This is an optimization exercise on Yosys and OpenROAD, whose aim is small area, a short achievable clock period and few clock cycles per item, not a production implementation. Function was checked by simulation only, so behaviour that the tests miss may differ from the original. No activity file was given, so power comes from the tool's default toggle rates.

Design wallace_mult, start of the top module:
module wallace_mult (
	input  logic                  clk,
	input  logic                  rst_n,
	input  logic                  in_valid,
	input  wallace_pkg::operand_t a,
	input  wallace_pkg::operand_t b,
	output logic                  in_credit,
	output logic                  out_valid,
	output wallace_pkg::product_t product,
	input  logic                  out_credit
);
For scale: roughly 300 flip-flops, ~70 I/O pins, about 17,000 µm² of cells after synthesis.
Settings: LEC_CHECK=0, ABC_AREA=1, CAP_MARGIN=20, CORE_MARGIN=2, CORE_UTILIZATION=40, CTS_CLUSTER_DIAMETER=80, CTS_CLUSTER_SIZE=30, SETUP_SLACK_MARGIN=1.8, SLEW_MARGIN=20, TNS_END_PERCENT=20; clock period 4.0 ns.
run.sh (not shown) runs the stock make flow with config.mk's settings and CLKGATE_MAP_FILE= SYNTH_SCRIPT=/design/flow/synth_recipe.tcl, a recipe that flattens the netlist after the stock synthesis.
Testbench counts at the start, summed over its fixed seeds: cycles 3,232, items 3,200.
Rerun with:
Settings changed: CTS_CLUSTER_DIAMETER 80 to default, CTS_CLUSTER_SIZE 30 to default, SETUP_SLACK_MARGIN 1.8 to 2.0, TNS_END_PERCENT 20 to default.
- The new run finished with timing, DRC and antenna clean
- critical path depth went up by 7
- final cell count went up by about 4.4%
- non-clock buffer count went up by 68
- first-iteration DRC count went down by 5.2%
- setup slack gains 0.12 ns
- hold slack loses 0.041 ns
Rerun with:
Settings changed: CTS_CLUSTER_DIAMETER from default to 80, CTS_CLUSTER_SIZE from default to 30, SETUP_SLACK_MARGIN 2.0 to 1.9.
Setup slack gains 0.045 ns; final area went down by 5.1%; global-route usage went down by 0.79 points.
Rerun with:
Settings changed: ABC_AREA 1 to default, CTS_CLUSTER_DIAMETER 80 to 100, CTS_CLUSTER_SIZE 30 to 40, SETUP_SLACK_MARGIN 1.9 to 1.8.
=> The changed run finished clean; wire length is lower by about 14%; combinational power is lower by about 8%; clock power is lower by 22%.
Rerun with:
Settings changed: CTS_CLUSTER_DIAMETER 100 to default, CTS_CLUSTER_SIZE 40 to default.
Combinational power decreases by about 0.7%. Sequential share of layout area decreases by 1.0 points. Routed wire length increases by 2.9%.
Rerun with:
Settings changed: SETUP_SLACK_MARGIN 1.8 to 2.0.
Wire length rises by 6.3%.
Fmax stays flat.
Setup slack barely changes.
Critical path depth does not change.
Final cell count rises by 4.1%.
Global-route usage rises by 0.22 points.

## v58
wallace_mult again, from the RTL that the note above started with.
Settings: LEC_CHECK=0, ABC_AREA=1, CAP_MARGIN=20, CORE_MARGIN=2, CORE_UTILIZATION=40, CTS_CLUSTER_DIAMETER=80, CTS_CLUSTER_SIZE=30, PLACE_DENSITY=0.75, SETUP_SLACK_MARGIN=1.8, SLEW_MARGIN=20; clock period 4.0 ns.
No stage failed in v58, and the final checks on the layout all came back clean.
Testbench counts of v58, summed over its fixed seeds: cycles 3,232, items 3,200.
--- input diff v58..v27 ---
-- flow/config.mk --
<<< v58, line 14
export PLACE_DENSITY = 0.75
>>> v27, line 14
[summary]
- What v27 reported for clock power has to be multiplied by 0.927 to get the figure for v58.
- Number of buffers outside the clock class in the layout is lower on v58
- Wire length of the first global-routing pass on v27 is behind v58.
- Max synthesis-to-layout area growth across v27 and v58: v27
What v48 does differently from v27 at the input level:
-- flow/config.mk --
<<< v27, line 12
export CTS_CLUSTER_DIAMETER = 80
export CTS_CLUSTER_SIZE = 30
>>> v48, line 12
==> comparison <==
Final global-route overflow total: v48 vs v27 identical. On total power, v27 beats v48. v48 vs v27, worst clock skew on the final layout went down by 0.016 ns. As far as sink count of the clock tree goes, v27 and v48 are indistinguishable; the numbers are identical. Relative to v27, wire length per cell after detailed routing has decreased by 0.31% in v48. Between v27 and v48, total routing resource utilization after global routing is higher for v48, v27 comes in under that. v48: minimum period implied by the final worst setup slack 0.023 ns above v27. Changes observed in v48 relative to v27: cell count along the critical path roughly the same, number of buffers created by CTS higher. Area: v48 vs v27 -> v48 larger. Between v27 and v48, the clock buffer and inverter area fraction after layout is higher for v48.

afterwards: timing with drivers on the ports:
No port has a modelled driver above. Below, the same layouts with a new extraction and two added sets of constraints.
Step 1 (the two cells are an assumption about what drives the block):
set clk [get_ports {clk}]
set_driving_cell -lib_cell sky130_fd_sc_hd__clkbuf_16 $clk
set_driving_cell -lib_cell sky130_fd_sc_hd__buf_2 [delete_from_list [all_inputs] $clk]
Step 2 also shifts input and output timing later by t, the mid clock arrival at the registers, as if the neighbouring blocks saw the same clock.
a / b / c = ideal / step 1 / step 2; a / b = the first two.
| run | t, ns | setup slack, ns | cell pins on the clock port's net |
|---|---|---|---|
| the first run of note 1 | 0.583 | 1.654 / 1.604 / 1.202 | 1 |
| the second run of note 1 | 0.576 | 1.779 / 1.779 / 1.537 | 1 |
| the third run of note 1 | 0.582 | 1.823 / 1.823 / 1.397 | 1 |
| the fourth run of note 1 | 0.556 | 1.733 / 1.701 / 1.210 | 1 |
| the fifth run of note 1 | 0.595 | 1.729 / 1.729 / 1.251 | 1 |
| the sixth run of note 1 | 0.597 | 1.731 / 1.731 / 1.189 | 1 |
| v58 | 0.567 | 1.713 / 1.713 / 1.312 | 1 |
| v27 | 0.579 | 1.803 / 1.777 / 1.271 | 1 |
| v48 | 0.581 | 1.780 / 1.780 / 1.245 | 1 |
After both steps setup and hold are still met in every run listed. The setup slack of the sixth run of note 1, which loses most, moves by 0.000 ns with the drivers and by -0.542 ns with both steps.
